Context: an optimization exercise on an open-source flow, tuned for small area, a short achievable clock period and few clock cycles per item. The choices shown serve that exercise and are no tape-out recipe.
At most, simulation tests tie the RTL to the original design; equivalence was not proved.

==> flow/design.v <==
`timescale 1ns/1ps
`default_nettype none
module sad_disparity_core #(
    parameter int CAMERA_HSIZE   = 100,
    parameter int CAMERA_VSIZE   = 100,
    parameter int PIXEL_WIDTH    = 8,
    parameter int MAX_DISP       = 16,
    parameter int WIN_SIZE       = 5,
    parameter int BUF_ADDR_WIDTH = 32,
    parameter int DISP_WIDTH     = 4,
    localparam int COST_WIDTH    = PIXEL_WIDTH + $clog2(WIN_SIZE) + 1
) (
    input  logic                      clk,
    input  logic                      rst_n,
    input  logic                      frame_start,
    output logic [BUF_ADDR_WIDTH-1:0] buf_raddr,
    output logic                      buf_rready,
    input  logic                      buf_rvalid,
    input  logic [PIXEL_WIDTH-1:0]    buf_rdata_l,
    input  logic [PIXEL_WIDTH-1:0]    buf_rdata_r,
    output logic [DISP_WIDTH-1:0]     disp_out,
    output logic                      disp_valid,
    input  logic                      disp_ready,
    output logic                      sad_done
);
    localparam int PW      = PIXEL_WIDTH;
    localparam int NUM_PIX = CAMERA_HSIZE * CAMERA_VSIZE;
    localparam int AW      = $clog2(NUM_PIX);
    localparam int XW      = $clog2(CAMERA_HSIZE);
    localparam int SW      = $clog2(WIN_SIZE * ((1 << PW) - 1) + 1);   
    localparam int NRH     = MAX_DISP + WIN_SIZE;                       
    localparam int NLH     = WIN_SIZE + 1;                              
    localparam int CAP     = 6;                                         
    localparam int FD      = CAP - 1;                                   
    localparam int FPW     = $clog2(FD);
    localparam int FLN     = NRH + 1;                                   
    localparam int FLW     = $clog2(FLN + 1);
    logic [FLW-1:0]   fl_cnt;
    logic             flush;
    logic             running;
    logic             reading;
    logic             rr;
    logic [AW-1:0]    addr;
    logic [AW-1:0]    addr_inc;
    logic             addr_last;
    logic [2:0]       cnt;
    logic             iv;
    logic             done_q;
    assign flush      = (fl_cnt != FLW'(FLN));
    assign buf_rready = rr;
    assign buf_raddr  = BUF_ADDR_WIDTH'(addr);
    assign addr_last  = (addr == AW'(NUM_PIX - 1));
    assign addr_inc   = addr_last ? '0 : addr + 1'b1;
    assign sad_done   = done_q;
    logic [2:0] cnt_a, cnt_b;
    logic       cred_a, cred_b;      
    logic       rr_nb, rr_b;         
    logic       done_b;
    assign cnt_a  = cnt + iv;
    assign cnt_b  = cnt + iv - disp_valid;
    assign cred_a = (cnt_a <= 3'(CAP - 2));
    assign cred_b = (cnt_b <= 3'(CAP - 2));
    assign done_b = running & ~reading & ~iv & disp_valid & (cnt == 3'd1);
    always_comb begin
        logic cred;
        cred = disp_ready ? cred_b : cred_a;
        if (reading) begin
            rr_nb = cred & ~flush;
            rr_b  = cred & ~flush & ~addr_last;
        end else begin
            rr_nb = cred & ~flush & ~running & frame_start;
            rr_b  = rr_nb;
        end
    end
    always_ff @(posedge clk or negedge rst_n) begin
        if (!rst_n) begin
            fl_cnt  <= '0;
            running <= 1'b0;
            reading <= 1'b0;
            rr      <= 1'b0;
            cnt     <= '0;
            iv      <= 1'b0;
            done_q  <= 1'b0;
        end else begin
            if (flush) fl_cnt <= fl_cnt + 1'b1;
            if (buf_rvalid & rr) begin
                rr      <= rr_b;
                reading <= ~addr_last;
                iv      <= 1'b1;
            end else begin
                rr      <= rr_nb;
                reading <= reading | (~running & frame_start);
                iv      <= 1'b0;
            end
            cnt     <= disp_ready ? cnt_b : cnt_a;
            done_q  <= disp_ready & done_b;
            if (done_q)                        running <= 1'b0;
            else if (~running & frame_start)   running <= 1'b1;
        end
    end
    always_ff @(posedge clk) begin
        if (flush)                addr <= '0;
        else if (buf_rvalid & rr) addr <= addr_inc;
    end
    logic [PW-1:0] iln, ir;
    always_ff @(posedge clk) begin
        iln <= flush ? '1 : ~buf_rdata_l;
        ir  <= flush ? '0 : buf_rdata_r;
    end
    logic [PW-1:0] lhn [NLH];
    logic [PW-1:0] rh  [NRH];
    logic          hist_en;
    assign hist_en = iv | flush;
    always_ff @(posedge clk) begin
        if (hist_en) begin
            lhn[0] <= iln;
            rh[0]  <= ir;
            for (int j = 1; j < NLH; j++) lhn[j] <= lhn[j-1];
            for (int j = 1; j < NRH; j++) rh[j]  <= rh[j-1];
        end
    end
    function automatic logic carry_out(input logic [PW-1:0] x, input logic [PW-1:0] y);
        logic c;
        c = 1'b0;
        for (int i = 0; i < PW; i++) c = (x[i] & y[i]) | (x[i] & c) | (y[i] & c);
        carry_out = c;
    endfunction
    logic [MAX_DISP-1:0] sg1, sg2;
    always_ff @(posedge clk) begin
        for (int d = 0; d < MAX_DISP; d++) begin
            sg1[d] <= ~carry_out((d == 0) ? ir : rh[(d == 0) ? 0 : d - 1], iln);
            sg2[d] <= ~carry_out(rh[d + WIN_SIZE - 1], lhn[WIN_SIZE - 1]);
        end
    end
    logic          pend;              
    logic [SW-1:0] s  [MAX_DISP];
    logic [SW-1:0] s_nxt [MAX_DISP];
    logic          sv;
    logic [XW-1:0] scol;
    always_comb begin
        logic [PW-1:0] b, e, an, cn;
        logic [PW:0]   cy1, cy2;
        logic [PW-1:0] t1, t2, m1, m2;
        logic          s1, s2;
        logic [SW-1:0] y, z, sm, cr, q;
        logic [SW:0]   cf;
        an = lhn[0];
        cn = lhn[WIN_SIZE];
        for (int d = 0; d < MAX_DISP; d++) begin
            b  = rh[d];
            e  = rh[d + WIN_SIZE];
            s1 = sg1[d];
            s2 = sg2[d];
            cy1[0] = 1'b0;
            cy2[0] = 1'b0;
            for (int i = 0; i < PW; i++) begin
                t1[i]    = b[i] ^ an[i] ^ cy1[i];
                cy1[i+1] = (b[i] & an[i]) | (b[i] & cy1[i]) | (an[i] & cy1[i]);
                t2[i]    = e[i] ^ cn[i] ^ cy2[i];
                cy2[i+1] = (e[i] & cn[i]) | (e[i] & cy2[i]) | (cn[i] & cy2[i]);
            end
            m1 = t1 ^ {PW{s1}};
            m2 = t2 ^ {PW{~s2}};
            y  = SW'(m1);
            z  = {{(SW-PW){1'b1}}, m2};
            for (int i = 0; i < SW; i++) begin
                sm[i] = s[d][i] ^ y[i] ^ z[i];
                cr[i] = (s[d][i] & y[i]) | (s[d][i] & z[i]) | (y[i] & z[i]);
            end
            q = {cr[SW-2:0], ~s1};
            cf[0] = s2;
            for (int i = 0; i < SW; i++) begin
                s_nxt[d][i] = sm[i] ^ q[i] ^ cf[i];
                cf[i+1]     = (sm[i] & q[i]) | (sm[i] & cf[i]) | (q[i] & cf[i]);
            end
        end
    end
    always_ff @(posedge clk) begin
        for (int d = 0; d < MAX_DISP; d++) begin
            if (flush)     s[d] <= '0;
            else if (pend) s[d] <= s_nxt[d];
        end
    end
    always_ff @(posedge clk or negedge rst_n) begin
        if (!rst_n) begin
            pend <= 1'b0;
            sv   <= 1'b0;
            scol <= XW'(CAMERA_HSIZE - 1);
        end else begin
            pend <= iv;
            sv   <= pend;
            if (pend) scol <= (scol == XW'(CAMERA_HSIZE - 1)) ? '0 : scol + 1'b1;
        end
    end
    logic [MAX_DISP-1:0] vd;       
    always_comb begin
        for (int d = 0; d < MAX_DISP; d++) vd[d] = (int'(scol) >= d + WIN_SIZE - 1);
    end
    function automatic logic less(input logic [SW-1:0] a, input logic [SW-1:0] b);
        logic c;
        c = 1'b0;
        for (int i = 0; i < SW; i++) c = (~a[i] & b[i]) | (~a[i] & c) | (b[i] & c);
        less = c;
    endfunction
    logic [SW-1:0] w1v [8];
    logic          w1i [8];
    logic [SW-1:0] w2v [4];
    logic [1:0]    w2i [4];
    always_comb begin
        logic sel;
        for (int k = 0; k < 8; k++) begin
            sel    = vd[2*k+1] & less(s[2*k+1], s[2*k]);
            w1v[k] = sel ? s[2*k+1] : s[2*k];
            w1i[k] = sel;
        end
        for (int j = 0; j < 4; j++) begin
            sel    = vd[4*j+2] & less(w1v[2*j+1], w1v[2*j]);
            w2v[j] = sel ? w1v[2*j+1] : w1v[2*j];
            w2i[j] = sel ? {1'b1, w1i[2*j+1]} : {1'b0, w1i[2*j]};
        end
    end
    logic [SW-1:0] av [4];
    logic [1:0]    ai [4];
    logic          a_v4, a_v8, a_v12;
    logic          a_vld;
    always_ff @(posedge clk) begin
        for (int j = 0; j < 4; j++) begin
            av[j] <= w2v[j];
            ai[j] <= w2i[j];
        end
        a_v4  <= vd[4];
        a_v8  <= vd[8];
        a_v12 <= vd[12];
    end
    always_ff @(posedge clk or negedge rst_n) begin
        if (!rst_n) a_vld <= 1'b0;
        else        a_vld <= sv;
    end
    logic [DISP_WIDTH-1:0] pd;
    logic [SW-1:0]         pc;
    always_comb begin
        logic          s3a, s3b, s4;
        logic [SW-1:0] v3a, v3b;
        logic [2:0]    i3a, i3b;
        s3a = a_v4  & less(av[1], av[0]);
        s3b = a_v12 & less(av[3], av[2]);
        v3a = s3a ? av[1] : av[0];
        v3b = s3b ? av[3] : av[2];
        i3a = s3a ? {1'b1, ai[1]} : {1'b0, ai[0]};
        i3b = s3b ? {1'b1, ai[3]} : {1'b0, ai[2]};
        s4  = a_v8 & less(v3b, v3a);
        pd  = DISP_WIDTH'(s4 ? {1'b1, i3b} : {1'b0, i3a});
        pc  = s4 ? v3b : v3a;
    end
    localparam int OW = DISP_WIDTH;
    logic [OW-1:0] pword;
    assign pword = pd;
    logic [OW-1:0]  fifo [FD];
    logic [FPW-1:0] wp, rp;
    logic [FPW:0]   fcnt;
    logic           f_empty;
    logic [OW-1:0]  oword;
    assign f_empty = (fcnt == '0);
    always_ff @(posedge clk) begin
        if (a_vld) fifo[wp] <= pword;
    end
    function automatic logic [FPW-1:0] ptr_inc(input logic [FPW-1:0] p, input logic en);
        if (!en)                      ptr_inc = p;
        else if (p == FPW'(FD - 1))   ptr_inc = '0;
        else                          ptr_inc = p + 1'b1;
    endfunction
    logic [FPW-1:0] rp_0, rp_1, wp_0, wp_1;
    logic [FPW:0]   fcnt_0, fcnt_1;
    logic           dv_0, dv_1;
    logic [OW-1:0]  ow_0, ow_1;
    always_comb begin
        logic load0, take0, push0, take1, push1;
        logic [OW-1:0] head;
        head  = f_empty ? pword : fifo[rp];
        take1 = ~f_empty;
        push1 = a_vld & ~f_empty;
        load0 = ~disp_valid;
        take0 = load0 & ~f_empty;
        push0 = a_vld & ~(load0 & f_empty);
        rp_1   = ptr_inc(rp, take1);
        rp_0   = ptr_inc(rp, take0);
        wp_1   = ptr_inc(wp, push1);
        wp_0   = ptr_inc(wp, push0);
        fcnt_1 = fcnt + (FPW+1)'(push1) - (FPW+1)'(take1);
        fcnt_0 = fcnt + (FPW+1)'(push0) - (FPW+1)'(take0);
        dv_1   = ~f_empty | a_vld;
        dv_0   = disp_valid | ~f_empty | a_vld;
        ow_1   = head;
        ow_0   = disp_valid ? oword : head;
    end
    always_ff @(posedge clk or negedge rst_n) begin
        if (!rst_n) begin
            wp         <= '0;
            rp         <= '0;
            fcnt       <= '0;
            disp_valid <= 1'b0;
        end else begin
            wp         <= disp_ready ? wp_1   : wp_0;
            rp         <= disp_ready ? rp_1   : rp_0;
            fcnt       <= disp_ready ? fcnt_1 : fcnt_0;
            disp_valid <= disp_ready ? dv_1   : dv_0;
        end
    end
    always_ff @(posedge clk) begin
        oword <= disp_ready ? ow_1 : ow_0;
    end
    assign disp_out  = oword;
endmodule
`default_nettype wire
==> flow/config.mk <==
export PLATFORM = sky130hd
export DESIGN_NAME = sad_disparity_core
export DESIGN_NICKNAME = sad_disparity_core
export VERILOG_FILES = /design/flow/design.v
export SDC_FILE = /design/flow/constraint.sdc
export NUM_CORES = 4
export LEC_CHECK = 0
export CAP_MARGIN = 20
export CORE_MARGIN = 2
export CORE_UTILIZATION = 40
export CTS_CLUSTER_DIAMETER = 70
export CTS_CLUSTER_SIZE = 24
export SLEW_MARGIN = 20
==> flow/constraint.sdc <==
create_clock -name core_clock -period 30.0 [get_ports {clk}]
set_input_delay 6.0000 -clock core_clock [delete_from_list [all_inputs] [get_ports {clk}]]
set_output_delay 6.0000 -clock core_clock [all_outputs]
set_load 0.01 [all_outputs]
standard.sh (not shown) runs the stock make flow with config.mk's settings and CLKGATE_MAP_FILE= SYNTH_SCRIPT=/design/flow/synth_recipe.tcl, a recipe that flattens the netlist after the stock synthesis.
==> flow/flow/run.sh <==
#!/bin/bash
# The standard layout (standard.sh, all ORFS steps unchanged) with one difference:
# the buffers that global placement puts on every input and output port are
# sky130_fd_sc_hd__buf_4 instead of the delay cell buffer_ports picks by default.
# make's full output goes to standard.log; each ORFS step keeps its own log under orfs/logs.
set -euo pipefail
export BUFFER_PORTS_ARGS="-buffer_cell sky130_fd_sc_hd__buf_4"
bash standard.sh > standard.log 2>&1
The baseline passed the timing, design-rule and antenna checks.
Testbench counts at the start, summed over its fixed seeds: cycles 120,164, pixels 120,000.
Edit:
--- a/flow/design.v
+++ b/flow/design.v
@@ -78,6 +78,7 @@
             running <= 1'b0;
             reading <= 1'b0;
             rr      <= 1'b0;
+            addr    <= '0;
             cnt     <= '0;
             iv      <= 1'b0;
             done_q  <= 1'b0;
@@ -86,6 +87,7 @@
             if (buf_rvalid & rr) begin
                 rr      <= rr_b;
                 reading <= ~addr_last;
+                addr    <= addr_inc;
                 iv      <= 1'b1;
             end else begin
                 rr      <= rr_nb;
@@ -98,10 +100,6 @@
             else if (~running & frame_start)   running <= 1'b1;
         end
     end
-    always_ff @(posedge clk) begin
-        if (flush)                addr <= '0;
-        else if (buf_rvalid & rr) addr <= addr_inc;
-    end
     logic [PW-1:0] iln, ir;
     always_ff @(posedge clk) begin
         iln <= flush ? '1 : ~buf_rdata_l;
@@ -119,17 +117,11 @@
             for (int j = 1; j < NRH; j++) rh[j]  <= rh[j-1];
         end
     end
-    function automatic logic carry_out(input logic [PW-1:0] x, input logic [PW-1:0] y);
-        logic c;
-        c = 1'b0;
-        for (int i = 0; i < PW; i++) c = (x[i] & y[i]) | (x[i] & c) | (y[i] & c);
-        carry_out = c;
-    endfunction
     logic [MAX_DISP-1:0] sg1, sg2;
     always_ff @(posedge clk) begin
         for (int d = 0; d < MAX_DISP; d++) begin
-            sg1[d] <= ~carry_out((d == 0) ? ir : rh[(d == 0) ? 0 : d - 1], iln);
-            sg2[d] <= ~carry_out(rh[d + WIN_SIZE - 1], lhn[WIN_SIZE - 1]);
+            sg1[d] <= ~(~iln < ((d == 0) ? ir : rh[(d == 0) ? 0 : d - 1]));
+            sg2[d] <= ~(~lhn[WIN_SIZE - 1] < rh[d + WIN_SIZE - 1]);
         end
     end
     logic          pend;              
@@ -175,33 +167,25 @@
             end
         end
     end
-    always_ff @(posedge clk) begin
-        for (int d = 0; d < MAX_DISP; d++) begin
-            if (flush)     s[d] <= '0;
-            else if (pend) s[d] <= s_nxt[d];
-        end
-    end
     always_ff @(posedge clk or negedge rst_n) begin
         if (!rst_n) begin
+            for (int d = 0; d < MAX_DISP; d++) s[d] <= '0;
             pend <= 1'b0;
             sv   <= 1'b0;
             scol <= XW'(CAMERA_HSIZE - 1);
         end else begin
             pend <= iv;
             sv   <= pend;
-            if (pend) scol <= (scol == XW'(CAMERA_HSIZE - 1)) ? '0 : scol + 1'b1;
+            if (pend) begin
+                for (int d = 0; d < MAX_DISP; d++) s[d] <= s_nxt[d];
+                scol <= (scol == XW'(CAMERA_HSIZE - 1)) ? '0 : scol + 1'b1;
+            end
         end
     end
     logic [MAX_DISP-1:0] vd;       
     always_comb begin
         for (int d = 0; d < MAX_DISP; d++) vd[d] = (int'(scol) >= d + WIN_SIZE - 1);
     end
-    function automatic logic less(input logic [SW-1:0] a, input logic [SW-1:0] b);
-        logic c;
-        c = 1'b0;
-        for (int i = 0; i < SW; i++) c = (~a[i] & b[i]) | (~a[i] & c) | (b[i] & c);
-        less = c;
-    endfunction
     logic [SW-1:0] w1v [8];
     logic          w1i [8];
     logic [SW-1:0] w2v [4];
@@ -209,12 +193,12 @@
     always_comb begin
         logic sel;
         for (int k = 0; k < 8; k++) begin
-            sel    = vd[2*k+1] & less(s[2*k+1], s[2*k]);
+            sel    = vd[2*k+1] & (s[2*k+1] < s[2*k]);
             w1v[k] = sel ? s[2*k+1] : s[2*k];
             w1i[k] = sel;
         end
         for (int j = 0; j < 4; j++) begin
-            sel    = vd[4*j+2] & less(w1v[2*j+1], w1v[2*j]);
+            sel    = vd[4*j+2] & (w1v[2*j+1] < w1v[2*j]);
             w2v[j] = sel ? w1v[2*j+1] : w1v[2*j];
             w2i[j] = sel ? {1'b1, w1i[2*j+1]} : {1'b0, w1i[2*j]};
         end
@@ -242,13 +226,13 @@
         logic          s3a, s3b, s4;
         logic [SW-1:0] v3a, v3b;
         logic [2:0]    i3a, i3b;
-        s3a = a_v4  & less(av[1], av[0]);
-        s3b = a_v12 & less(av[3], av[2]);
+        s3a = a_v4  & (av[1] < av[0]);
+        s3b = a_v12 & (av[3] < av[2]);
         v3a = s3a ? av[1] : av[0];
         v3b = s3b ? av[3] : av[2];
         i3a = s3a ? {1'b1, ai[1]} : {1'b0, ai[0]};
         i3b = s3b ? {1'b1, ai[3]} : {1'b0, ai[2]};
-        s4  = a_v8 & less(v3b, v3a);
+        s4  = a_v8 & (v3b < v3a);
         pd  = DISP_WIDTH'(s4 ? {1'b1, i3b} : {1'b0, i3a});
         pc  = s4 ? v3b : v3a;
     end
The changed run completed with no timing, DRC or antenna violations. Synthesized cell count rises by 10%. Die area rose by 8.4%. Worst setup slack gets worse by 0.033 ns. Cell count goes up by 11%. Clock-buffer cell count drops by 7.
Function not checked in the second run of this note: the RTL went through the layout flow alone.

## afterwards: timing with drivers on the ports
In the flow no input, the clock included, has a driving cell. The finished layouts below were timed again as built, in two steps.
Step 1, drivers: a clkbuf_16 drives clk and a buf_2 each remaining input, both assumed.
Step 2 also shifts input and output timing later by t, the mid clock arrival at the registers, as if the neighbouring blocks saw the same clock.
a / b / c = ideal / step 1 / step 2; a / b = the first two.
run | t, ns | slack for setup (ns) | worst setup path after step 2 | clock arrival spread, ns | worst data-port slew with drivers (ns)
the first run | 0.698 | 22.726 / 22.664 / 22.756 | input to register | 0.029 / 0.029 | 0.05
the second run | 0.740 | 22.692 / 22.620 / 22.246 | input, reset recovery | 0.066 / 0.067 | 0.06
After both steps setup and hold are still met in every run listed. The setup slack of the second run, which loses most, moves by -0.072 ns with the drivers and by -0.446 ns with both steps. The worst setup slack also covers recovery checks on asynchronous resets.
